This is an optimization exercise on Yosys and OpenROAD, whose aim is small area, not a production implementation.
Function was checked by simulation only, so behaviour that the tests miss may differ from the original.
Power and IR drop assume default switching activity.

File: flow/config.mk
export PLATFORM = sky130hd
export DESIGN_NAME = icmp_tx_top
export DESIGN_NICKNAME = icmp_tx_top
export VERILOG_FILES = /design/flow/design.v
export SDC_FILE = /design/flow/constraint.sdc
export NUM_CORES = 4
export LEC_CHECK = 0
export CAP_MARGIN = 20
export CORE_MARGIN = 2
export CORE_UTILIZATION = 40
export PLACE_DENSITY = 0.6
export SLEW_MARGIN = 20
File: flow/constraint.sdc
create_clock -name core_clock -period 8.0 [get_ports {clk}]
set_input_delay 1.6000 -clock core_clock [delete_from_list [all_inputs] [get_ports {clk}]]
set_output_delay 1.6000 -clock core_clock [all_outputs]
set_load 0.01 [all_outputs]
File: flow/design.v
module icmp_tx_top #(
    parameter logic [47:0] board_mac = 48'h00_11_22_33_44_55,
    parameter logic [31:0]  board_ip  = {8'd192, 8'd168, 8'd1, 8'd123}
) (
    input  logic        clk,
    input  logic        rst_n,
    input  logic        start,
    input  logic [47:0] req_dest_mac,
    input  logic [31:0] req_dest_ip,
    input  logic [15:0] req_icmp_id,
    input  logic [15:0] req_icmp_seq,
    input  logic [15:0] req_payload_len,
    input  logic [31:0] req_payload_sum,
    input  logic [7:0]  payload_data,
    output logic        busy,
    output logic        payload_rd,
    output logic        gmii_tx_en,
    output logic [7:0]  gmii_txd,
    output logic        tx_done
);
    localparam logic [6:0] F_PRE   = 7'd4;     
    localparam logic [6:0] F_HDR   = 7'd12;    
    localparam logic [6:0] F_BODY  = 7'd54;    
    localparam logic [6:0] F_BLAST = 7'd71;    
    localparam logic [6:0] F_FCS   = 7'd72;
    localparam logic [6:0] F_DONE  = 7'd76;
    localparam logic [6:0] F_IDLE  = 7'd77;
    localparam logic [31:0] CRC_POLY = 32'hedb8_8320;
    localparam logic [31:0] IP_CONST = 32'h0000_4500 + 32'h0000_4000 + 32'h0000_8001
                                     + 32'(board_ip[31:16]) + 32'(board_ip[15:0]);
    localparam logic [15:0] IP_K = IP_CONST[15:0] + 16'(IP_CONST[31:16]);
    function automatic logic [31:0] crc_tbl(input logic [7:0] x);
        logic [31:0] c;
        c = {24'd0, x};
        for (int i = 0; i < 8; i++) begin
            if (c[0])
                c = (c >> 1) ^ CRC_POLY;
            else
                c = c >> 1;
        end
        crc_tbl = c;
    endfunction
    logic [6:0]  f;
    logic        idle;
    logic        accept;
    logic        rd;
    logic        rd_q;
    logic [15:0] tlen;       
    logic [15:0] ip_id;
    logic [7:0]  mac_r [6];
    logic [7:0]  dip_r [4];
    logic [7:0]  ids_r [4];
    logic [7:0]  ipa [2];    
    logic [7:0]  ica [2];    
    logic        ipc, icc;   
    logic [31:0] crc;
    logic [7:0]  tx;
    assign idle   = (f == F_IDLE) | (f == F_DONE);
    assign busy   = ~idle;
    assign accept = start & idle;
    assign rd     = (f >= F_BODY - 7'd1) & (f <= F_BLAST) & (tlen != 16'd28);
    always_ff @(posedge clk or negedge rst_n) begin
        if (!rst_n) begin
            f     <= F_IDLE;
            ip_id <= '0;
        end else begin
            if (accept) begin
                f     <= '0;
                ip_id <= ip_id + 16'd1;
            end else if (f != F_IDLE && !(f == F_BLAST && rd)) begin
                f <= f + 7'd1;
            end
        end
    end
    logic [7:0] ipa_in, ipa_b, ica_b;
    logic [8:0] ipa_s, ica_s;
    always_comb begin
        ipa_in = ipa[0];
        if (f == 7'd2) ipa_in = IP_K[15:8];
        if (f == 7'd3) ipa_in = IP_K[7:0];
        ipa_b = 8'd0;
        case (f)
            7'd2: ipa_b = tlen[15:8];
            7'd3: ipa_b = tlen[7:0];
            7'd4: ipa_b = ip_id[15:8];
            7'd5: ipa_b = ip_id[7:0];
            7'd6, 7'd7, 7'd8, 7'd9: ipa_b = dip_r[0];
            default: ;
        endcase
        ica_b = 8'd0;
        case (f)
            7'd0, 7'd1: ica_b = ipa[0];
            7'd2, 7'd3, 7'd4, 7'd5: ica_b = ids_r[0];
            default: ;
        endcase
        ipa_s = 9'(ipa_in) + 9'(ipa_b) + 9'(ipc);
        ica_s = 9'(ica[0]) + 9'(ica_b) + 9'(icc);
    end
    always_ff @(posedge clk) begin
        rd_q <= rd;
        if (idle) begin
            tlen <= req_payload_len + 16'd28;
            for (int i = 0; i < 6; i++) mac_r[i] <= req_dest_mac[47 - 8*i -: 8];
            dip_r[2] <= req_dest_ip[31:24];
            dip_r[3] <= req_dest_ip[23:16];
            dip_r[0] <= req_dest_ip[15:8];
            dip_r[1] <= req_dest_ip[7:0];
            ids_r[2] <= req_icmp_id[15:8];
            ids_r[3] <= req_icmp_id[7:0];
            ids_r[0] <= req_icmp_seq[15:8];
            ids_r[1] <= req_icmp_seq[7:0];
            ipa[0]   <= req_payload_sum[31:24];
            ipa[1]   <= req_payload_sum[23:16];
            ica[0]   <= req_payload_sum[15:8];
            ica[1]   <= req_payload_sum[7:0];
            ipc      <= 1'b0;
            icc      <= 1'b0;
        end else begin
            tlen <= tlen - 16'(rd);
            for (int i = 0; i < 5; i++) mac_r[i] <= mac_r[i+1];
            mac_r[5] <= mac_r[0];
            for (int i = 0; i < 3; i++) begin
                dip_r[i] <= dip_r[i+1];
                ids_r[i] <= ids_r[i+1];
            end
            dip_r[3] <= dip_r[0];
            ids_r[3] <= ids_r[0];
            ipa[0] <= ipa[1];
            ipa[1] <= ipa_s[7:0];
            ipc    <= ipa_s[8];
            ica[0] <= ica[1];
            ica[1] <= ica_s[7:0];
            icc    <= ica_s[8];
        end
    end
    always_comb begin
        tx = 8'h00;
        if (f >= F_PRE && f < F_HDR - 7'd1) tx = 8'h55;
        case (f)
            7'd11: tx = 8'hd5;
            7'd12, 7'd13, 7'd14, 7'd15, 7'd16, 7'd17: tx = mac_r[0];
            7'd18: tx = board_mac[47:40];
            7'd19: tx = board_mac[39:32];
            7'd20: tx = board_mac[31:24];
            7'd21: tx = board_mac[23:16];
            7'd22: tx = board_mac[15:8];
            7'd23: tx = board_mac[7:0];
            7'd24: tx = 8'h08;
            7'd26: tx = 8'h45;
            7'd28: tx = tlen[15:8];
            7'd29: tx = tlen[7:0];
            7'd30: tx = ip_id[15:8];
            7'd31: tx = ip_id[7:0];
            7'd32: tx = 8'h40;
            7'd34: tx = 8'h80;
            7'd35: tx = 8'h01;
            7'd36, 7'd37: tx = ~ipa[0];
            7'd38: tx = board_ip[31:24];
            7'd39: tx = board_ip[23:16];
            7'd40: tx = board_ip[15:8];
            7'd41: tx = board_ip[7:0];
            7'd42, 7'd43, 7'd44, 7'd45: tx = dip_r[0];
            7'd48, 7'd49: tx = ~ica[0];
            7'd50, 7'd51, 7'd52, 7'd53: tx = ids_r[0];
            default: ;
        endcase
        if (f >= F_BODY && f <= F_BLAST && rd_q) tx = payload_data;
        if (f >= F_FCS && f < F_DONE) tx = ~crc[7:0];
    end
    logic       crc_on;
    logic [7:0] crc_x;
    assign crc_on = (f >= F_HDR) && (f <= F_BLAST);
    assign crc_x  = crc_on ? (crc[7:0] ^ tx) : 8'h00;
    always_ff @(posedge clk) begin
        crc <= {(crc_on ? 8'h00 : 8'hff), crc[31:8]} ^ crc_tbl(crc_x);
    end
    assign gmii_tx_en = (f >= F_PRE) && (f < F_DONE);
    assign gmii_txd   = tx;
    assign payload_rd = rd;
    assign tx_done    = (f == F_DONE);
endmodule
File: flow/flow/run.sh
#!/bin/bash
# Standard layout, except that the port buffers are the smallest buffer cell.
set -euo pipefail
export BUFFER_PORTS_ARGS="-buffer_cell sky130_fd_sc_hd__buf_1"
bash standard.sh > standard_flow.log 2>&1
File: flow/standard.sh
#!/bin/bash
# synth_recipe.tcl (not shown) runs the flow's synth.tcl, then flattens the netlist and writes it again
# the make line also repeats each setting of config.mk as NAME=value (left out here)
make -C /OpenROAD-flow-scripts/flow DESIGN_CONFIG=/design/flow/config.mk WORK_HOME=/design/flow/orfs CLKGATE_MAP_FILE= SYNTH_SCRIPT=/design/flow/synth_recipe.tcl "${@:-finish}"
==> results.yml, run 1 <==
synth:
  syn_inst: 1326
  synth_most_common_cell: "nand2_1"
  syn_nets: 1524
  synth_flop_cell: "dfxtp_1"
  yosysTopAreaCellShare_pct: 35.8
  synth_edf_count: 0
  seq_area_frac_synth_pct: 41.2
  yosys-top-cells-area: "dfxtp_1 36%, nand2_1 15%, xnor2_1 5.4%"
  synth_cell_types: 97
  async_flop_share_pct: 10.6
  avgSynthCellArea_um2: 8.22
  synth_area_um2: 10900
  ys_top_cells_by_count: "447 x nand2_1, 195 x dfxtp_1, 69 x nor2_1"
  yosysWarnings: 6
  yosys.area.top_type: "dfxtp_1"
  ys_seq_elements: 218
critical_path:
  cp_slowest_cell: "dfstp_2"
  crit_path_max_fanout: 13
  crit_family: "compound AO/OA/AOI/OAI gates"
  worstPathArrival_ps: 3920
  path_buf_inv: 2
  worstSetupPathType: "reg2out"
  cp.required_ps: 6400
  startpoint_type: "register"
  crit_path_end_kind: "output pin"
  critPathMaxStageDelay_ps: 680
  cp_cell_sequence: "inv_1, ha_1, nor2_1, nor3_1, a2111oi_0, nand4_1, a21oi_1, o31a_1, o21ai_0, buf_1"
die:
  num_rows: 60
  die_h_um: 169
  initial_core_util_pct: 40.5
  die_area_um2: 28600
  chipWidth_um: 169
  io_pins: 183
  core_um2: 26900
route:
  detail_route.wl_per_cell_um: 18.2
  ant_nets: 0
  first_pass_iters: 7
  drtIter0Drc: 704
  vias: 9462
  viasPerCell: 5.18
  drc_errors: 0
  finalWirelength_mm: 33.3
placement:
  place_inst: 1785
  gp_congestion: 0.951
  placed_area_um2: 11800
  place_ws_ps: 3020
  hpwl_mm: 25.1
  portBuffers: 182
layout:
  n_fill_cell: 2725
  area_growth_pct: 15.4
  design_area_um2: 12600
  antenna_cells: 0
  final_cell_count_no_fill: 1827
  drive_gt1_share_pct: 5.32
  final_nets: 1669
run:
  maxCapViolations: 0
clock_network:
  htreeDepth: 1
  clk_path_buf_depth: 3
  cts_resized: 0
  cts_root_buffer: "clkbuf_16"
  numCtsBuffers: 25
  cts_tree: "yes"
  clkTransAtPathRegs_ps: 60
  cts.sinks: 218
  worstSkewPairLatency_ps: 550
  cts-hold-fix-buffers: 0
  post-cts-setup-buffers: 0
sta:
  rsz0062_at_grt: "no"
  fin_crit_ps: 5520
  tightest_slew_ps: 1050
  maxClockFrequency_ghz: 0.181
  finalHoldViolations: 0
  setup_ws_ps: 2480
  finalSetupViolCount: 0
  skew_ps: 14.2
  slew-limit-headroom_pct: 28.0
  slew_violations: 0
  setup_tns_ps: 0
  min_period_over_period_pct: 69.0
grt:
  overflow: 0
  grt_max_degree: 167
  track_usage_pct: 23.1
  antenna_found_initial: 2
  grt_pass1_vias: 9188
  grt_first_pass_wirelength_mm: 51.4
outcome:
  status: "no timing/DRC/antenna violations"
power:
  ir_drop_mv: 0.150
  p_per_area_nw_per_um2: 187
  leakage_uw: 0.00552
min_path:
  hp-class: "reg2reg"
-- tightest hold or removal path, stage by stage (launching register included) --
cell,delay [ps]
dfxtp_1,300
nand2_1,40
nand2_1,50
-- metrics by stage --
| step | power (µW) | utilization [%] | hold WS [ps] |
|---|---|---|---|
| 6_report | 2360 | 46.8 | 416 |
| 5_1_grt | 2440 | 46.8 | 435 |
| 4_1_cts | 2390 | 46.8 | 419 |
| 3_5_place_dp | 1250 | 43.8 | 406 |
| 3_3_place_gp | 1240 | 43.8 | 403 |
| 2_1_floorplan | 1190 | - | 399 |
-- per-layer routing --
metal | vias to the layer above | track usage, % | routed length [µm]
met3 | 60 | 4.70 | 2250
met2 | 282 | 36.3 | 14700
met1 | 4369 | 31.8 | 15200
met4 | 0 | 7.66 | 1170
met5 | - | 0 | 0
li1 | 4751 | - | -
-- cell usage in the layout, fill, tap and decap left out, types with 9 or more instances in the layout --
cell       instances
nand4_1           14
a222oi_1          12
nand2_1          447
and3_1            18
o21ai_0           34
inv_1             23
buf_1            182
a21oi_1           38
a22oi_1           17
nand2b_1          13
clkbuf_16         27
dfxtp_1          195
xnor2_1           67
nor4_1             9
and2_1            10
a22o_1            17
dfrtp_1           19
nand3_1           22
nor3_1            24
xor2_1            38
ha_1              23
nor2_1            69
o21bai_1          11
-- cells by family after synthesis --
family,Yosys count,share of synthesized area (%)
fa+ha+maj,27,3.38
buf+inv,92,3.51
simple gates,680,27.6
compound gates,187,13.1
flops,218,41.2
mux,6,0.735
xor+xnor,116,10.6
-- final timing paths --
check                              end  depth (start not counted)  slack (ps)        start
min                        dip_r[0][6]                          2         420  dip_r[1][6]
min reg2reg                dip_r[0][6]                          2         420  dip_r[1][6]
max                        gmii_txd[2]                         10        2480         f[0]
min in group asynchronous         f[1]                          2        1040        rst_n
max reg2reg                    crc[24]                         12        3220         f[0]
max in group asynchronous         f[3]                          2        6660        rst_n
-- flip-flops by register name (all words and copies together), names as in the netlist --
register and flops:
mac_r 48, crc 32, dip_r 32, ids_r 32, ica 16, ip_id 16, ipa 16, tlen 16
f 7, icc 1, ipc 1, rd_q 1
-- cell type report --
class                   instances  area [µm²]  share of cell area (%)
multi-input cells            1016        6030                    48.0
repair buffers                186         726                    5.77
well taps                     341         427                    3.39
inverters                      24        92.6                   0.736
clock inverters                 5        70.1                   0.557
flip-flops and latches        218        4480                    35.7
clock buffers                  37         743                    5.91
-- where the power goes --
group	total, µW	leakage (µW)	internal [µW]	switching, µW
clock network	1140	0.000391	675	461
logic	94.8	0.00322	46.1	48.8
registers	1130	0.00191	1110	16.3
==> run 2: changes to the inputs <==
--- a/flow/config.mk
+++ b/flow/config.mk
@@ -10,2 +10,5 @@
 export CORE_UTILIZATION = 40
+export CTS_BUF_LIST = sky130_fd_sc_hd__clkbuf_16
+export CTS_CLUSTER_DIAMETER = 100
+export CTS_CLUSTER_SIZE = 30
 export PLACE_DENSITY = 0.6
==> run 2 against run 1 <==
Routed wire length is 1.4% lower. Critical path type unchanged. Critical path depth stayed put. Sequential share of layout area increased by 1.5 points. Register-to-register slack better by 40 ps. Largest power group is now registers. Count of clock-buffer cells in the layout shrank 26. Via count down 0.92%.
==> results.yml, run 2 <==
critical_path:
  worstPathArrival_ps: 3850
  critPathMaxStageDelay_ps: 590
  crit_path_max_fanout: 12
  crit_path_end_kind: "output pin"
  cp_cell_sequence: "inv_1, ha_1, nor2_2, a21oi_1, a311oi_1, and2_1, and3_1, o31a_1, o21ai_0, buf_1"
  startpoint_type: "register"
  worstSetupPathType: "reg2out"
  cp.required_ps: 6400
  cp_slowest_cell: "dfrtp_1"
layout:
  multi_input_area_um2: 6030
  fin_util_pct: 44.9
  final_common_cell: "nand2_1"
  layout_common_cells: "447 x nand2_1, 195 x dfxtp_1, 182 x buf_1"
  largest_register_ffs: 48
  final_nets: 1655
  antenna_cells: 0
  top_register: "mac_r"
  layout.area.seq_um2: 4480
  drive_gt1_share_pct: 3.90
  area_growth_pct: 10.8
  n_fill_cell: 2788
route:
  drc_errors: 0
  ant_nets: 0
  vias: 9375
  first_pass_iters: 7
  finalWirelength_mm: 32.9
  viasPerCell: 5.21
  drtIter0Drc: 708
  detail_route.wl_per_cell_um: 18.2
placement:
  hpwl_mm: 25.1
  portBuffers: 182
  gp_congestion: 0.951
  place_ws_ps: 3020
synth:
  ys_seq_elements: 218
  synth_flop_cell: "dfxtp_1"
  avgSynthCellArea_um2: 8.22
  yosys.area.top_type: "dfxtp_1"
  synth_most_common_cell: "nand2_1"
  async_flop_share_pct: 10.6
  yosys-top-cells-area: "dfxtp_1 36%, nand2_1 15%, xnor2_1 5.4%"
  yosysTopAreaCellShare_pct: 35.8
  synth_edf_count: 0
  seq_area_frac_synth_pct: 41.2
  synth_area_um2: 10900
  syn_nets: 1524
  ys_top_cells_by_count: "447 x nand2_1, 195 x dfxtp_1, 69 x nor2_1"
  yosysWarnings: 6
  syn_inst: 1326
  synth_cell_types: 97
sta:
  skew_ps: 30.0
  setup_tns_ps: 0
  finalSetupViolCount: 0
  setup_ws_ps: 2550
  slew-limit-headroom_pct: 29.1
  maxClockFrequency_ghz: 0.184
  slew_violations: 0
  finalHoldViolations: 0
  min_period_over_period_pct: 68.1
  tightest_slew_ps: 1040
  fin_crit_ps: 5450
  rsz0062_at_grt: "no"
run:
  maxCapViolations: 0
clock_network:
  cts-hold-fix-buffers: 0
  cts_root_buffer: "clkbuf_16"
  cts_tree: "yes"
  cts.sinks: 218
  numCtsBuffers: 11
  htreeDepth: 1
  clk_path_buf_depth: 3
  worstSkewPairLatency_ps: 480
  clkTransAtPathRegs_ps: 120
  cts_resized: 0
  post-cts-setup-buffers: 0
grt:
  grt_max_degree: 167
  overflow: 0
  grt_pass1_vias: 9005
  antenna_found_initial: 2
  track_usage_pct: 22.7
  grt_first_pass_wirelength_mm: 50.6
die:
  chipWidth_um: 169
  initial_core_util_pct: 40.5
  num_rows: 60
  die_area_um2: 28600
  io_pins: 183
  core_um2: 26900
  die_h_um: 169
power:
  leakage_uw: 0.00529
  finalPower_uw: 1840
  p_per_area_nw_per_um2: 152
  ir_drop_mv: 0.110
min_path:
  hp-class: "reg2reg"
outcome:
  status: "no timing/DRC/antenna violations"
## run 2: cell types whose count changed in the layout (fill, tap and decap cells not counted), moves of 2 or more
cell | before | now
clkbuf_1 | 7 | 0
clkbuf_16 | 27 | 11
clkbuf_8 | 3 | 0
clkinvlp_4 | 2 | 0
inv_1 | 23 | 26
## run 2: path summary, 6_finish.rpt
path	cells after the start	slack, ps	endpoint	start
setup reg to reg	12	3260	crc[24]	f[0]
setup / recovery	10	2550	gmii_txd[2]	f[1]
hold / removal	2	420	dip_r[0][7]	dip_r[1][7]
min in group asynchronous	2	1110	ip_id[10]	rst_n
max in group asynchronous	2	6570	f[0]	rst_n
hold reg to reg	2	420	dip_r[0][7]	dip_r[1][7]
## run 2: routing by layer
layer  vias to the layer above  part of all wire [%]  track usage, %  routed length (µm)
met1                      4335                    46            31.6               15300
met2                       266                    44            36.0               14400
met3                        57                   6.6            4.09                2160
met4                         0                   3.2            6.99                1060
li1                       4717                     -               -                   -
met5                         -                     0               0                   0
## run 2: power breakdown
| group | switching [µW] | total (µW) | internal [µW] |
|---|---|---|---|
| combinational | 47.9 | 93.9 | 45.9 |
| clock | 360 | 620 | 260 |
| sequential | 16.6 | 1130 | 1110 |
| total | 424 | 1840 | 1420 |
## run 2: final cells by class
type / count / area share, %
flip-flops and latches: 218 / 37.1
clock inverters: 5 / 0.300
well taps: 341 / 3.53
clock buffers: 11 / 2.28
multi-input cells: 1016 / 50.0
repair buffers: 186 / 6.01
inverters: 24 / 0.767
## run 2: cells by family after synthesis
family,after synthesis,synth area share (%)
adders and majority gates,27,3.38
AOI/OAI and AO/OA,187,13.1
and+or+nand+nor,680,27.6
muxes,6,0.735
buffers and inverters,92,3.51
xor gates and xnor gates,116,10.6
DFF,218,41.2
## run 2: worst max-delay path: cells and delay by family, from the launching register on
family          cells  cell delay (ps)
compound gates      4             1100
fa+ha+maj           1              350
buf+inv             2              330
flops               1              590
simple gates        3             1020
## run 2: metrics by stage
step / std cells / cell area (µm²) / hold WS (ps)
3_3_place_gp: 1785 / 11800 / 403
3_5_place_dp: 1785 / 11800 / 406
5_1_grt: 1801 / 12100 / 430
6_report: 1801 / 12100 / 420
4_1_cts: 1801 / 12100 / 421
2_1_floorplan: 1326 / 10900 / 399
==> run 3: changes to the inputs <==
--- a/flow/config.mk
+++ b/flow/config.mk
@@ -10,5 +10,5 @@
 export CORE_UTILIZATION = 40
-export CTS_BUF_LIST = sky130_fd_sc_hd__clkbuf_16
-export CTS_CLUSTER_DIAMETER = 100
-export CTS_CLUSTER_SIZE = 30
+export CTS_BUF_LIST = sky130_fd_sc_hd__clkbuf_8
+export CTS_CLUSTER_DIAMETER = 60
+export CTS_CLUSTER_SIZE = 18
 export PLACE_DENSITY = 0.6
==> run 3 against run 2 <==
Still clean. Clock skew rose by 17 ps. Total power rose by 11%. Synthesized cell count did not move. Count of clock-buffer cells in the layout rose by 14. Hold slack worse by 12 ps. Critical endpoint unchanged. Largest cell class unchanged.
==> results.yml, run 3 <==
synth:
  synth_cell_types: 97
  yosys.area.top_type: "dfxtp_1"
  yosys-top-cells-area: "dfxtp_1 36%, nand2_1 15%, xnor2_1 5.4%"
  synth-simple-area-share_pct: 27.6
  syn_nets: 1524
  ys_top_cells_by_count: "447 x nand2_1, 195 x dfxtp_1, 69 x nor2_1"
  avgSynthCellArea_um2: 8.22
  synth_most_common_cell: "nand2_1"
  synth_top_family_by_area: "simple AND/OR/NAND/NOR gates"
  syn_inst: 1326
  async_flop_share_pct: 10.6
  synthMuxAreaShare_pct: 0.735
  synth-xor-area-share_pct: 10.6
  synth_area_um2: 10900
  yosysTopAreaCellShare_pct: 35.8
  ys_seq_elements: 218
  synth_adder_area_share_pct: 3.38
  seq_area_frac_synth_pct: 41.2
  yosysWarnings: 6
  synth_flop_cell: "dfxtp_1"
  synth_compound_area_share_pct: 13.1
  synth_edf_count: 0
layout:
  fin_util_pct: 45.8
  drive_gt1_share_pct: 5.66
  layout_common_cells: "447 x nand2_1, 195 x dfxtp_1, 182 x buf_1"
  antenna_cells: 0
  final_nets: 1666
  largest_register_ffs: 48
  n_fill_cell: 2759
  top_register: "mac_r"
  area_growth_pct: 12.9
  final_common_cell: "nand2_1"
power:
  p_comb_share_pct: 4.6
  p_sw_share_pct: 24.7
  leakage_uw: 0.00540
  p_per_area_nw_per_um2: 165
  power_switching_uw: 502
  clockPowerShare_pct: 40.0
  ir_drop_mv: 0.128
  power_frac_seq_pct: 55.4
  power.internal_uw: 1530
die:
  chipWidth_um: 169
  initial_core_util_pct: 40.5
  io_pins: 183
  core_um2: 26900
  num_rows: 60
  die_area_um2: 28600
  die_h_um: 169
route:
  vias: 9465
  finalWirelength_mm: 33.1
  wl_met1_mm: 15.1
  ant_nets: 0
  detail_route.wl_per_cell_um: 18.2
  drtIter0Drc: 620
  routed.top_layer: "met4"
  first_pass_iters: 7
  met2WireLength_mm: 14.6
  viasPerCell: 5.19
  drc_errors: 0
  wl_met3_mm: 2.14
placement:
  place_ws_ps: 3020
  gp_congestion: 0.951
  hpwl_mm: 25.1
  portBuffers: 182
grt:
  grt_max_degree: 167
  overflow: 0
  track_usage_pct: 22.9
  grt_first_pass_wirelength_mm: 51.1
  antenna_found_initial: 2
  grt_pass1_vias: 9173
min_path:
  whs_path_depth: 2
  hold_path.startpoint: "ica[1][0]"
  hp-class: "reg2reg"
  worst_hold_path.endpoint: "ica[0][0]"
sta:
  min_period_over_period_pct: 69.2
  setup_tns_ps: 0
  fin_crit_ps: 5540
  maxClockFrequency_ghz: 0.181
  setup_ws_ps: 2460
  slew_violations: 0
  slew-limit-headroom_pct: 30.0
  finalSetupViolCount: 0
  rsz0062_at_grt: "no"
  finalHoldWorstSlack_ps: 407
  skew_ps: 47.1
  tightest_slew_ps: 1020
  finalHoldViolations: 0
clock_network:
  clk_path_buf_depth: 3
  clkTransAtPathRegs_ps: 80
  cts_root_buffer: "clkbuf_8"
  cts-hold-fix-buffers: 0
  post-cts-setup-buffers: 0
  cts.sinks: 218
  cts_tree: "yes"
  cts_resized: 0
  numCtsBuffers: 22
  worstSkewPairLatency_ps: 580
  htreeDepth: 1
outcome:
  status: "no timing/DRC/antenna violations"
critical_path:
  crit_path_max_fanout: 13
  startpoint_type: "register"
  ff2ff_path_depth: 12
  r2r_end: "crc[24]"
  reg2reg_from: "f[0]"
  cp.required_ps: 6400
  crit_path_end_kind: "output pin"
  worstSetupPathType: "reg2out"
  reg2reg_setup_slack_ps: 3280
  worstPathArrival_ps: 3940
run:
  maxCapViolations: 0
run 3: cell counts after synthesis:
No cell type changed its count.
run 3: metal layers:
layer,vias up,GRT usage (%)
met1,4361,31.3
met3,66,4.51
met2,294,36.1
met4,0,8.03
li1,4744,-
met5,-,0
run 3: stage by stage:
step | cells | instance area [µm²] | power [µW]
after floorplan | 1326 | 10900 | 1190
after global placement | 1785 | 11800 | 1240
after detailed placement | 1785 | 11800 | 1250
after CTS | 1825 | 12300 | 2060
after global routing | 1825 | 12300 | 2120
final | 1825 | 12300 | 2030
run 3: worst max-delay path by stage:
| stage | startpoint | end | slack, ps | cells past startpoint |
|---|---|---|---|---|
| 5_1_grt | f[0] | gmii_txd[2] | 2080 | 10 |
| 4_1_cts | f[0] | gmii_txd[2] | 2400 | 10 |
| 2_1_floorplan | f[0] | gmii_txd[2] | 3700 | 10 |
| 3_5_place_dp | f[0] | gmii_txd[2] | 3020 | 10 |
| 3_3_place_gp | f[0] | gmii_txd[2] | 3160 | 10 |
| 6_report | f[0] | gmii_txd[2] | 2460 | 10 |
run 3: logic make-up (layout without fill, tap and decap cells):
family          count (synthesis)  after routing
buf+inv                        92            250
fa+ha+maj                      27             27
mux                             6              6
compound gates                187            187
flops                         218            218
xor+xnor                      116            116
simple gates                  680            680
run 3: area by class of cell:
class                   instances  area (µm²)  area share, %
well taps                     341         427           3.47
flip-flops and latches        218        4480           36.5
clock buffers                  25         344           2.80
repair buffers                186         726           5.90
inverters                      24        92.6          0.753
multi-input cells            1016        6030           49.1
clock inverters                15         194           1.58
run 3: worst max-delay path, cell delays in order (launching register included):
cell and delay, ps:
dfstp_2 700, inv_1 110, ha_1 300, nor2_1 460, nor3_1 260, a2111oi_0 510
nand4_1 220, a21oi_1 270, o31a_1 250, o21ai_0 140, buf_1 170
run 3: power groups by stage:
stage | logic (µW) | clock network, µW | registers (µW)
6_report | 93.6 | 814 | 1130
5_1_grt | 107 | 881 | 1130
4_1_cts | 95.3 | 839 | 1130
3_5_place_dp | 94.4 | 0 | 1150
3_3_place_gp | 93.1 | 0 | 1150
2_1_floorplan | 46.3 | 0 | 1140
==> run 4: changes to the inputs <==
==> flow/run.sh (new file) <==
#!/bin/bash
# synth_recipe.tcl (not shown) runs the flow's synth.tcl, then flattens the netlist and writes it again
# the make line also repeats each setting of config.mk as NAME=value (left out here)
make -C /OpenROAD-flow-scripts/flow DESIGN_CONFIG=/design/flow/config.mk WORK_HOME=/design/flow/orfs CLKGATE_MAP_FILE= SYNTH_SCRIPT=/design/flow/synth_recipe.tcl finish
--- a/flow/config.mk
+++ b/flow/config.mk
@@ -10,5 +10,2 @@
 export CORE_UTILIZATION = 40
-export CTS_BUF_LIST = sky130_fd_sc_hd__clkbuf_8
-export CTS_CLUSTER_DIAMETER = 60
-export CTS_CLUSTER_SIZE = 18
 export PLACE_DENSITY = 0.6
removed: flow/flow/run.sh
removed: flow/standard.sh
==> run 4 against run 3 <==
Utilization is 5.3 points higher. Fmax is 6.8% lower. Cell count is 0.49% higher. Combinational power is 58% higher. Critical path depth stayed put. Global-route usage is 0.59 points higher. Clock skew is 31 ps lower. Area after synthesis stayed put. First-iteration DRC count is 15% higher. Flip-flop and latch count stayed put. Count of clock-buffer cells in the layout is 10 higher. Largest cell class unchanged. Largest power group is now clock.
==> results.yml, run 4 <==
die:
  initial_core_util_pct: 40.5
  core_um2: 26900
  num_rows: 60
  die_h_um: 169
  die_area_um2: 28600
  chipWidth_um: 169
  io_pins: 183
synth:
  yosysTopAreaCellShare_pct: 35.8
  synth_flop_cell: "dfxtp_1"
  synth_edf_count: 0
  ys_top_cells_by_count: "447 x nand2_1, 195 x dfxtp_1, 69 x nor2_1"
  synth-xor-area-share_pct: 10.6
  synth-simple-area-share_pct: 27.6
  synthMuxAreaShare_pct: 0.735
  synth_top_family_by_area: "simple AND/OR/NAND/NOR gates"
  synth_area_um2: 10900
  synth_most_common_cell: "nand2_1"
  syn_inst: 1326
  yosysWarnings: 6
  yosys.area.top_type: "dfxtp_1"
  synth_adder_area_share_pct: 3.38
  ys_seq_elements: 218
  async_flop_share_pct: 10.6
  synth_cell_types: 97
  syn_nets: 1524
  yosys-top-cells-area: "dfxtp_1 36%, nand2_1 15%, xnor2_1 5.4%"
  synth_compound_area_share_pct: 13.1
  seq_area_frac_synth_pct: 41.2
  avgSynthCellArea_um2: 8.22
route:
  viasPerCell: 5.15
  finalWirelength_mm: 33.8
  drc_errors: 0
  drtIter0Drc: 710
  ant_nets: 0
  first_pass_iters: 6
  vias: 9439
  detail_route.wl_per_cell_um: 18.4
clock_network:
  cts_resized: 0
  numCtsBuffers: 25
  cts-hold-fix-buffers: 0
  worstSkewPairLatency_ps: 550
  post-cts-setup-buffers: 0
  htreeDepth: 1
  clk_path_buf_depth: 3
  cts_root_buffer: "clkbuf_16"
  cts_tree: "yes"
  cts.sinks: 218
  clkTransAtPathRegs_ps: 60
grt:
  antenna_found_initial: 0
  track_usage_pct: 23.5
  grt_pass1_vias: 9317
  grt_first_pass_wirelength_mm: 52.0
  overflow: 0
  grt_max_degree: 89
sta:
  skew_ps: 16.2
  min_period_over_period_pct: 74.3
  maxClockFrequency_ghz: 0.168
  tightest_slew_ps: 914
  rsz0062_at_grt: "no"
  finalSetupViolCount: 0
  setup_tns_ps: 0
  slew_violations: 0
  fin_crit_ps: 5940
  slew-limit-headroom_pct: 38.6
  finalHoldViolations: 0
layout:
  n_fill_cell: 2653
  final_nets: 1672
  largest_register_ffs: 48
  final_common_cell: "nand2_1"
  fin_util_pct: 51.1
  drive_gt1_share_pct: 5.76
  top_register: "mac_r"
  area_growth_pct: 26.0
  layout_common_cells: "447 x nand2_1, 195 x dfxtp_1, 182 x clkdlybuf4s50_1"
  antenna_cells: 0
critical_path:
  crit_path_max_fanout: 13
  path_buf_inv: 2
  crit_family: "compound AO/OA/AOI/OAI gates"
  cp.required_ps: 6400
  crit_path_end_kind: "output pin"
  cp_cell_sequence: "inv_1, ha_1, nor2_2, a21oi_1, a311oi_1, and2_1, a21oi_1, o31a_1, o21ai_0, clkdlybuf4s50_1"
  cp_slowest_cell: "dfstp_2"
  critPathMaxStageDelay_ps: 690
  worstSetupPathType: "reg2out"
  cp_common_cell: "a21oi_1"
  worstPathArrival_ps: 4340
  startpoint_type: "register"
power:
  leakage_uw: 0.00604
  ir_drop_mv: 0.143
  finalPower_uw: 2420
  p_per_area_nw_per_um2: 176
min_path:
  hp-class: "reg2reg"
run:
  maxCapViolations: 0
outcome:
  status: "no timing/DRC/antenna violations"
placement:
  gp_congestion: 0.931
  hpwl_mm: 25.8
  portBuffers: 182
[run 4: metal layers]
layer | vias to the layer above | GRT usage (%) | routed length, µm
li1 | 4763 | - | -
met2 | 250 | 38.2 | 15100
met4 | 0 | 7.43 | 1080
met5 | - | 0 | 0
met3 | 53 | 3.95 | 1800
met1 | 4373 | 31.9 | 15900
[run 4: worst paths after layout]
check / from / to / slack, ps / cells after the start
setup / recovery: f[0] / gmii_txd[2] / 2060 / 10
hold / removal: mac_r[2][5] / mac_r[1][5] / 410 / 2
setup reg to reg: f[0] / crc[20] / 3400 / 12
hold reg to reg: mac_r[2][5] / mac_r[1][5] / 410 / 2
max in group asynchronous: rst_n / f[0] / 6280 / 2
min in group asynchronous: rst_n / f[4] / 1420 / 2
[run 4: through the flow]
step | setup WS, ps | hold slack, ps | cell area (µm²) | instances
6_report | 2060 | 408 | 13700 | 1834
4_1_cts | 2110 | 415 | 13700 | 1834
5_1_grt | 1790 | 425 | 13700 | 1834
3_5_place_dp | 2700 | 404 | 12900 | 1788
3_3_place_gp | 2750 | 401 | 12900 | 1788
2_1_floorplan | 3700 | 399 | 10900 | 1326
[run 4: where the power goes]
part	internal, µW	total (µW)	leakage, µW	switching, µW
clock network	674	1140	0.000400	470
logic	99.6	148	0.00374	48.5
registers	1110	1130	0.00191	15.9
total	1880	2420	0.00604	534
[run 4: logic make-up after synthesis]
| kind of cell | Yosys count |
|---|---|
| and+or+nand+nor | 680 |
| DFF | 218 |
| AOI/OAI and AO/OA | 187 |
| xor gates and xnor gates | 116 |
| buffers and inverters | 92 |
| adders and majority gates | 27 |
| muxes | 6 |
[run 4: worst min-delay path, cell delays in order (launching register included)]
cell and delay, ps:
dfxtp_1 300, nand2_1 40, nand2_1 50
[run 4: area by class of cell]
class | instances | area (µm²) | share of cell area (%)
Sequential cell | 218 | 4480 | 32.7
Clock inverter | 11 | 129 | 0.938
Timing Repair Buffer | 189 | 1870 | 13.6
Tap cell | 341 | 427 | 3.11
Clock buffer | 35 | 693 | 5.05
Multi-Input combinational cell | 1016 | 6030 | 43.9
Inverter | 24 | 92.6 | 0.674
==> run 5: changes to the inputs <==
--- a/flow/design.v
+++ b/flow/design.v
@@ -49,7 +49,7 @@
     logic [15:0] ip_id;
-    logic [7:0]  mac_r [6];
-    logic [7:0]  dip_r [4];
-    logic [7:0]  ids_r [4];
-    logic [7:0]  ipa [2];    
-    logic [7:0]  ica [2];    
+    logic [5:0][7:0] mac_r;
+    logic [3:0][7:0] dip_r;
+    logic [3:0][7:0] ids_r;
+    logic [1:0][7:0] ipa;    
+    logic [1:0][7:0] ica;    
     logic        ipc, icc;   
@@ -73,2 +73,13 @@
         end
+    end
+    logic [15:0] tborrow;
+    logic [15:0] tlen_dec;
+    logic [15:0] len28;
+    logic [31:0] req_ids;
+    assign req_ids  = {req_icmp_id, req_icmp_seq};
+    assign len28    = req_payload_len + 16'd28;
+    assign tlen_dec = tlen ^ tborrow;
+    always_comb begin
+        tborrow[0] = rd;
+        for (int i = 1; i < 16; i++) tborrow[i] = tborrow[i-1] & ~tlen[i-1];
     end
@@ -98,38 +109,34 @@
     end
+    logic [5:0][7:0] mac_d;
+    logic [3:0][7:0] dip_d;
+    logic [3:0][7:0] ids_d;
+    logic [1:0][7:0] ipa_d;
+    logic [1:0][7:0] ica_d;
+    logic [15:0] tlen_d;
+    for (genvar i = 0; i < 6; i++) begin : g_mac
+        cap_mux8 u_cap (.ld(idle), .hd(busy), .a(req_dest_mac[47 - 8*i -: 8]),
+                        .b(mac_r[(i + 1) % 6]), .y(mac_d[i]));
+    end
+    for (genvar i = 0; i < 4; i++) begin : g_ring4
+        cap_mux8 u_dip (.ld(idle), .hd(busy), .a(req_dest_ip[31 - 8*((i + 2) % 4) -: 8]),
+                        .b(dip_r[(i + 1) % 4]), .y(dip_d[i]));
+        cap_mux8 u_ids (.ld(idle), .hd(busy), .a(req_ids[31 - 8*((i + 2) % 4) -: 8]),
+                        .b(ids_r[(i + 1) % 4]), .y(ids_d[i]));
+    end
+    cap_mux8 u_ipa0 (.ld(idle), .hd(busy), .a(req_payload_sum[31:24]), .b(ipa[1]),     .y(ipa_d[0]));
+    cap_mux8 u_ipa1 (.ld(idle), .hd(busy), .a(req_payload_sum[23:16]), .b(ipa_s[7:0]), .y(ipa_d[1]));
+    cap_mux8 u_ica0 (.ld(idle), .hd(busy), .a(req_payload_sum[15:8]),  .b(ica[1]),     .y(ica_d[0]));
+    cap_mux8 u_ica1 (.ld(idle), .hd(busy), .a(req_payload_sum[7:0]),   .b(ica_s[7:0]), .y(ica_d[1]));
+    cap_mux8 u_tl0  (.ld(idle), .hd(busy), .a(len28[7:0]),  .b(tlen_dec[7:0]),  .y(tlen_d[7:0]));
+    cap_mux8 u_tl1  (.ld(idle), .hd(busy), .a(len28[15:8]), .b(tlen_dec[15:8]), .y(tlen_d[15:8]));
     always_ff @(posedge clk) begin
-        rd_q <= rd;
-        if (idle) begin
-            tlen <= req_payload_len + 16'd28;
-            for (int i = 0; i < 6; i++) mac_r[i] <= req_dest_mac[47 - 8*i -: 8];
-            dip_r[2] <= req_dest_ip[31:24];
-            dip_r[3] <= req_dest_ip[23:16];
-            dip_r[0] <= req_dest_ip[15:8];
-            dip_r[1] <= req_dest_ip[7:0];
-            ids_r[2] <= req_icmp_id[15:8];
-            ids_r[3] <= req_icmp_id[7:0];
-            ids_r[0] <= req_icmp_seq[15:8];
-            ids_r[1] <= req_icmp_seq[7:0];
-            ipa[0]   <= req_payload_sum[31:24];
-            ipa[1]   <= req_payload_sum[23:16];
-            ica[0]   <= req_payload_sum[15:8];
-            ica[1]   <= req_payload_sum[7:0];
-            ipc      <= 1'b0;
-            icc      <= 1'b0;
-        end else begin
-            tlen <= tlen - 16'(rd);
-            for (int i = 0; i < 5; i++) mac_r[i] <= mac_r[i+1];
-            mac_r[5] <= mac_r[0];
-            for (int i = 0; i < 3; i++) begin
-                dip_r[i] <= dip_r[i+1];
-                ids_r[i] <= ids_r[i+1];
-            end
-            dip_r[3] <= dip_r[0];
-            ids_r[3] <= ids_r[0];
-            ipa[0] <= ipa[1];
-            ipa[1] <= ipa_s[7:0];
-            ipc    <= ipa_s[8];
-            ica[0] <= ica[1];
-            ica[1] <= ica_s[7:0];
-            icc    <= ica_s[8];
-        end
+        rd_q  <= rd;
+        mac_r <= mac_d;
+        dip_r <= dip_d;
+        ids_r <= ids_d;
+        ipa   <= ipa_d;
+        ica   <= ica_d;
+        tlen  <= tlen_d;
+        ipc   <= busy & ipa_s[8];
+        icc   <= busy & ica_s[8];
     end
@@ -181 +188,10 @@
 endmodule
+module cap_mux8 (
+    input  logic       ld,
+    input  logic       hd,
+    input  logic [7:0] a,
+    input  logic [7:0] b,
+    output logic [7:0] y
+);
+    assign y = (a & {8{ld}}) | (b & {8{hd}});
+endmodule
==> flow/flow/run.sh (new file) <==
#!/bin/bash
# The standard layout with two changes: the combinational logic is mapped
# with an area-oriented ABC script (flow/area.abc), and the port buffers are
# the smallest buffer cell. Everything else is standard.sh unchanged.
set -euo pipefail
W=$PWD
export BUFFER_PORTS_ARGS="-buffer_cell sky130_fd_sc_hd__buf_1"
export MY_ABC_SCRIPT=$W/flow/area.abc
cat flow/abc_override.tcl synth_recipe.tcl > my_synth.tcl
sed "s#SYNTH_SCRIPT=[^ ]*#SYNTH_SCRIPT=$W/my_synth.tcl#" standard.sh > my_standard.sh
grep -q "SYNTH_SCRIPT=$W/my_synth.tcl" my_standard.sh
bash my_standard.sh > standard_flow.log 2>&1
==> flow/flow/abc_override.tcl (new file) <==
# Map the combinational logic with the area-oriented ABC script in MY_ABC_SCRIPT
# instead of ORFS's speed script. Registers are mapped before ABC runs, so they
# are the same as in the standard synthesis.
proc abc {args} {
  set i [lsearch $args -script]
  if {$i >= 0 && [info exists ::env(MY_ABC_SCRIPT)]} { lset args [expr {$i+1}] $::env(MY_ABC_SCRIPT) }
  yosys abc {*}$args
}
==> flow/flow/area.abc (new file) <==
strash
ifraig
balance -l
resub -K 6 -l
rewrite -l
resub -K 6 -N 2 -l
refactor -l
resub -K 8 -l
balance -l
resub -K 8 -N 2 -l
rewrite -l
resub -K 10 -l
rewrite -z -l
resub -K 10 -N 2 -l
balance -l
resub -K 12 -l
refactor -z -l
resub -K 12 -N 2 -l
rewrite -z -l
balance -l
strash
&get -n
&st
&dch -f
&nf -R 1000
&put
strash
&get -n
&st
&dch -f
&nf -R 1000
&put
buffer -c
topo
dnsize -c
==> flow/standard.sh (new file) <==
#!/bin/bash
# synth_recipe.tcl (not shown) runs the flow's synth.tcl, then flattens the netlist and writes it again
# the make line also repeats each setting of config.mk as NAME=value (left out here)
make -C /OpenROAD-flow-scripts/flow DESIGN_CONFIG=/design/flow/config.mk WORK_HOME=/design/flow/orfs CLKGATE_MAP_FILE= SYNTH_SCRIPT=/design/flow/synth_recipe.tcl "${@:-finish}"
--- a/flow/config.mk
+++ b/flow/config.mk
@@ -10,2 +10,5 @@
 export CORE_UTILIZATION = 40
+export CTS_BUF_LIST = sky130_fd_sc_hd__clkbuf_16
+export CTS_CLUSTER_DIAMETER = 100
+export CTS_CLUSTER_SIZE = 28
 export PLACE_DENSITY = 0.6
removed: flow/run.sh
==> run 5 against run 4 <==
Sequential power is 8% higher. Synthesized cell count is 6.0% lower. Fmax is 1.9% higher. Flip-flop and latch count stayed put. Combinational power is 18% higher. Register-to-register slack worse by 840 ps. Utilization is 5.2 points lower. Area after synthesis is 9.3% lower. Non-clock buffer count is 3 lower. Setup slack better by 110 ps. Clock power is 42% lower. Cell count is 6.4% lower. Largest power group is now registers. Highest routed layer unchanged.
==> results.yml, run 5 <==
outcome:
  status: "no timing/DRC/antenna violations"
synth:
  synth_cell_types: 49
  synth_most_common_cell: "nand2_1"
  async_flop_share_pct: 10.6
  syn_nets: 1457
  syn_inst: 1247
  synth_flop_cell: "dfxtp_1"
  yosys-top-cells-area: "dfxtp_1 40%, nand2_1 18%, xnor2_1 5.2%"
  synth_area_um2: 9880
  synth_edf_count: 0
  yosysTopAreaCellShare_pct: 39.5
  seq_area_frac_synth_pct: 45.4
  ys_seq_elements: 218
  ys_top_cells_by_count: "482 x nand2_1, 195 x dfxtp_1, 59 x nor2_1, 59 x xnor2_1, 50 x clkbuf_1"
  yosysWarnings: 1
  avgSynthCellArea_um2: 7.92
  yosys.area.top_type: "dfxtp_1"
grt:
  grt_first_pass_wirelength_mm: 45.0
  grt_max_degree: 102
  grt_pass1_vias: 8254
  antenna_found_initial: 0
  overflow: 0
  track_usage_pct: 21.9
route:
  vias: 8691
  drtIter0Drc: 701
  detail_route.wl_per_cell_um: 16.7
  drc_errors: 0
  finalWirelength_mm: 28.7
  ant_nets: 0
  first_pass_iters: 8
  viasPerCell: 5.06
critical_path:
  endpoint: "gmii_txd[0]"
  worstSetupPathType: "reg2out"
  r2r_end: "crc[23]"
  crit_path_end_kind: "output pin"
  startpoint: "f[0]"
  crit_path_max_fanout: 9
  worstPathArrival_ps: 4230
  ff2ff_path_depth: 17
  startpoint_type: "register"
  cp.required_ps: 6400
  reg2reg_setup_slack_ps: 2560
  reg2reg_from: "f[0]"
sta:
  fin_crit_ps: 5830
  slew_violations: 0
  finalSetupViolCount: 0
  slew-limit-headroom_pct: 27.7
  tightest_slew_ps: 1080
  setup_tns_ps: 0
  rsz0062_at_grt: "no"
  min_period_over_period_pct: 72.9
  finalHoldViolations: 0
  skew_ps: 32.7
  maxClockFrequency_ghz: 0.171
  finalHoldWorstSlack_ps: 412
  setup_ws_ps: 2170
clock_network:
  cts_resized: 0
  post-cts-setup-buffers: 0
  cts-hold-fix-buffers: 0
  cts_tree: "yes"
  cts.sinks: 218
  cts_root_buffer: "clkbuf_16"
  worstSkewPairLatency_ps: 500
  numCtsBuffers: 12
  htreeDepth: 1
  clkTransAtPathRegs_ps: 100
  clk_path_buf_depth: 3
die:
  io_pins: 183
  die_area_um2: 26000
  chipWidth_um: 161
  initial_core_util_pct: 40.6
  die_h_um: 161
  core_um2: 24300
  num_rows: 57
layout:
  fin_util_pct: 45.9
  final_nets: 1600
  layout_common_cells: "481 x nand2_1, 195 x dfxtp_1, 182 x buf_1"
  design_area_um2: 11200
  antenna_cells: 0
  largest_register_ffs: 48
  layout.area.seq_um2: 4480
  n_fill_cell: 2527
  final_common_cell: "nand2_1"
  drive_gt1_share_pct: 2.01
  multi_input_area_um2: 5060
  top_register: "mac_r"
  area_growth_pct: 12.9
placement:
  portBuffers: 182
  hpwl_mm: 21.9
  place_ws_ps: 2620
  gp_congestion: 0.951
  placed_area_um2: 10800
power:
  ir_drop_mv: 0.133
  leakage_uw: 0.00512
  p_per_area_nw_per_um2: 185
run:
  maxCapViolations: 0
min_path:
  hp-class: "reg2reg"
run 5: cell count changes in the layout (fill, tap and decap cells not counted), moves of 9 or more:
cell	before	now
nand2_1	447	481
inv_1	23	33
clkdlybuf4s50_1	182	0
o21ai_0	34	47
buf_1	0	182
ha_1	23	35
a21oi_1	38	49
nor2_1	69	59
nand3_1	22	13
clkbuf_16	25	12
nor3_1	24	9
run 5: metal layers:
metal / up-vias / track usage, % / part of all wire (%)
li1: 4384 / - / -
met1: 3937 / 29.8 / 45
met2: 302 / 33.6 / 43
met3: 68 / 5.08 / 7.5
met4: 0 / 8.81 / 4.4
met5: - / 0 / 0
run 5: how the worst min path moves through the flow:
stage,endpoint,cells past startpoint,startpoint,slack [ps]
global route,mac_r[33],2,mac_r[41],430
detailed placement,dip_r[18],2,dip_r[26],400
global placement,mac_r[21],2,mac_r[29],400
CTS,ids_r[11],2,ids_r[19],410
finish,ids_r[11],2,ids_r[19],410
floorplan,dip_r[0],2,dip_r[8],390
run 5: report_power, final:
group | switching, µW | total [µW] | leakage (µW) | internal (µW)
combinational | 91.2 | 175 | 0.00305 | 83.4
sequential | 59.5 | 1220 | 0.00190 | 1160
clock | 377 | 666 | 0.000177 | 289
total | 528 | 2060 | 0.00512 | 1530
run 5: critical path, cell delays in order, from the launching register on:
cell,delay (ps)
dfstp_2,630
inv_1,80
ha_1,280
o21ai_0,360
or3_1,330
nand4_1,160
or4_1,520
nor4_1,620
a21oi_1,230
o21ai_0,130
nand2_1,80
o21bai_1,170
buf_1,150
run 5: kinds of logic after synthesis:
| logic type | Yosys count | synth area share, % |
|---|---|---|
| buf+inv | 90 | 3.49 |
| flops | 218 | 45.4 |
| fa+ha+maj | 39 | 5.24 |
| mux | 3 | 0.317 |
| simple gates | 623 | 25.5 |
| xor+xnor | 89 | 7.89 |
| compound gates | 185 | 12.1 |
run 5: area by class of cell:
type / count / area share, %
sequential: 218 / 40.2
clock buffer: 12 / 2.69
multi-input combinational: 939 / 45.4
timing repair buffer: 186 / 6.40
clock inverter: 5 / 0.572
tap: 324 / 3.64
inverter: 33 / 1.13
run 5: metrics by stage:
step	total power, µW	instances
3_3_place_gp	1410	1700
4_1_cts	2090	1717
5_1_grt	2160	1717
3_5_place_dp	1420	1700
6_report	2060	1717
2_1_floorplan	1320	1247
==> run 6: changes to the inputs <==
--- a/flow/config.mk
+++ b/flow/config.mk
@@ -15 +15,3 @@
 export SLEW_MARGIN = 20
+export SYNTH_HIERARCHICAL = 1
+export SYNTH_MINIMUM_KEEP_SIZE = 0
==> run 6 against run 5 <==
Still clean on timing, DRC and antenna. Clock skew is 20 ps lower. Utilization is 0.23 points higher. Via count is 9.6% lower. First-iteration DRC count is 14% higher. Critical path depth is 1 higher. Area after synthesis is 2.3% lower. Sequential share of layout area is 1.0 points higher. Clock power is 5.9% lower. Combinational power is 75% lower. Highest routed layer unchanged.
==> results.yml, run 6 <==
grt:
  antenna_found_initial: 0
  overflow: 0
  grtUsageMet2_pct: 30.1
  top_usage_layer: "met1"
  grt_pass1_vias: 7503
  grtUsageMet1_pct: 30.9
  grt_max_degree: 165
  use_met3_pct: 4.01
  grt_first_pass_wirelength_mm: 42.0
  track_usage_pct: 20.9
route:
  finalWirelength_mm: 27.4
  viasPerCell: 5.46
  vias: 7860
  drtIter0Drc: 802
  detail_route.wl_per_cell_um: 19.0
  first_pass_iters: 9
  drc_errors: 0
  ant_nets: 0
critical_path:
  startpoint_type: "register"
  worstPathArrival_ps: 4150
  worstSetupPathType: "reg2out"
  cp.required_ps: 6400
  reg2reg_setup_slack_ps: 2740
  crit_path_end_kind: "output pin"
  crit_path_max_fanout: 11
layout:
  design_area_um2: 10900
  drive_gt1_share_pct: 2.32
  final_common_cell: "dfxtp_1"
  fin_util_pct: 46.1
  largest_register_ffs: 48
  area_growth_pct: 12.7
  layout_common_cells: "195 x dfxtp_1, 182 x buf_1, 168 x a22o_1"
  top_register: "mac_r"
  antenna_cells: 0
  final_nets: 1328
clock_network:
  cts_resized: 0
  clkTransAtPathRegs_ps: 110
  post-cts-setup-buffers: 0
  numCtsBuffers: 11
  clk_path_buf_depth: 3
  cts_tree: "yes"
  worstSkewPairLatency_ps: 470
  cts-hold-fix-buffers: 0
  cts_root_buffer: "clkbuf_16"
  htreeDepth: 1
  cts.sinks: 218
die:
  initial_core_util_pct: 40.9
  core_um2: 23600
  die_area_um2: 25400
  die_h_um: 159
  num_rows: 56
  chipWidth_um: 159
  io_pins: 183
synth:
  yosysWarnings: 7
  synth_edf_count: 0
  ys_top_cells_by_count: "195 x dfxtp_1, 168 x a22o_1, 60 x clkbuf_1"
  yosys-top-cells-area: "dfxtp_1 40%, a22o_1 15%, xnor2_1 5.4%"
  synth_flop_cell: "dfxtp_1"
  seq_area_frac_synth_pct: 46.4
  syn_inst: 980
  yosys.area.top_type: "dfxtp_1"
  avgSynthCellArea_um2: 9.85
  async_flop_share_pct: 10.6
  syn_nets: 1190
  ys_seq_elements: 218
  yosysTopAreaCellShare_pct: 40.4
  synth_most_common_cell: "dfxtp_1"
  synth_area_um2: 9650
  synth_cell_types: 49
sta:
  slew_violations: 0
  min_period_over_period_pct: 71.8
  rsz0062_at_grt: "no"
  setup_tns_ps: 0
  tightest_slew_ps: 1090
  finalHoldViolations: 0
  finalHoldWorstSlack_ps: 429
  fin_crit_ps: 5750
  slew-limit-headroom_pct: 26.8
  finalSetupViolCount: 0
  maxClockFrequency_ghz: 0.174
  skew_ps: 12.6
power:
  finalPower_uw: 1760
  ir_drop_mv: 0.137
  p_per_area_nw_per_um2: 162
  leakage_uw: 0.00470
placement:
  gp_congestion: 0.972
  hpwl_mm: 20.8
  portBuffers: 182
  placed_area_um2: 10600
min_path:
  hp-class: "reg2reg"
run:
  maxCapViolations: 0
outcome:
  status: "no timing/DRC/antenna violations"
run 6: worst paths after layout:
check	to	start	cells past startpoint
max in group asynchronous	f[2]	rst_n	2
min in group asynchronous	ip_id[13]	rst_n	2
min	crc[20]	crc[28]	1
min reg2reg	crc[20]	crc[28]	1
max	gmii_txd[6]	f[0]	13
max reg2reg	crc[23]	f[0]	17
run 6: final cells by class:
cell class / instances / area, µm²
Clock buffer: 11 / 275
Clock inverter: 5 / 45.0
Fill cell: 2315 / 12700
Inverter: 52 / 198
Multi-Input combinational cell: 648 / 4750
Sequential cell: 218 / 4480
Tap cell: 319 / 399
Timing Repair Buffer: 187 / 733
run 6: where the power goes:
group          total (µW)  switching [µW]  leakage, µW  internal (µW)
sequential           1090               0      0.00189           1090
combinational        44.4            22.0      0.00264           22.3
clock                 627             342     0.000167            285
run 6: Yosys stat by module, one instance, submodules excluded:
| module | flops+latches | times used |
|---|---|---|
| icmp_tx_top | 218 | 1 |
| cap_mux8 | 0 | 20 |
run 6: critical path: stages, from the launching register on:
cell and delay, ps:
dfstp_2 650, inv_1 90, ha_1 260, or2_2 370, o311ai_0 320, o21ai_1 320, nand4b_1 270, nor4_1 180
nand2_1 180, o21ai_0 400, a31oi_1 100, a21oi_1 220, o21ai_0 150, buf_1 150
run 6: through the flow:
step | cells | setup slack, ps
after floorplan | 980 | 3110
after global placement | 1424 | 2910
after detailed placement | 1424 | 2780
after CTS | 1440 | 2250
after global routing | 1440 | 1930
final | 1440 | 2250
run 6: logic make-up (layout without fill, tap and decap cells):
logic type,Yosys count,count (layout),synth area share (%)
multiplexers,3,3,0.324
adder cells (fa/ha/maj),39,39,5.37
AO/OA/AOI/OAI,309,309,24.9
AND/OR/NAND/NOR,196,196,9.36
flip-flops,218,218,46.4
buffers and inverters,114,255,4.43
XOR/XNOR,101,101,9.16
run 6: metal layers:
metal / vias up / wire length [µm]
met1: 3662 / 13300
met4: 0 / 953
li1: 3818 / -
met2: 318 / 11100
met5: - / 0
met3: 62 / 2020

[afterwards: timing with drivers on the ports]
Ports are ideal in the flow. The routed layouts listed here were re-timed in OpenROAD. Step 1 (the two cells are an assumption about what drives the block):
set clk [get_ports {clk}]
set_driving_cell -lib_cell sky130_fd_sc_hd__clkbuf_16 $clk
set_driving_cell -lib_cell sky130_fd_sc_hd__buf_2 [delete_from_list [all_inputs] $clk]
Step 2 also shifts input and output timing later by t, the mid clock arrival at the registers, as if the neighbouring blocks saw the same clock. Three values: ideal, step 1, step 2; two values: the first two.
| run | t, ns | setup WS [ns] | hold WS [ns] | slew at the worst register clock pin (ns) | cell pins on the clock port's net |
|---|---|---|---|---|---|
| run 1 | 0.589 | 2.477 / 2.428 / 3.016 | 0.416 / 0.416 / 0.416 | 0.07 / 0.07 | 1 |
| run 2 | 0.518 | 2.551 / 2.502 / 3.020 | 0.420 / 0.420 / 0.420 | 0.12 / 0.12 | 1 |
| run 3 | 0.598 | 2.463 / 2.420 / 3.018 | 0.407 / 0.407 / 0.407 | 0.11 / 0.11 | 1 |
| run 4 | 0.593 | 2.057 / 2.007 / 2.600 | 0.408 / 0.408 / 0.408 | 0.06 / 0.06 | 1 |
| run 5 | 0.530 | 2.167 / 2.121 / 2.558 | 0.412 / 0.412 / 0.412 | 0.11 / 0.11 | 1 |
| run 6 | 0.515 | 2.253 / 2.205 / 2.720 | 0.429 / 0.429 / 0.429 | 0.11 / 0.11 | 1 |
After both steps setup and hold are still met in every run listed.
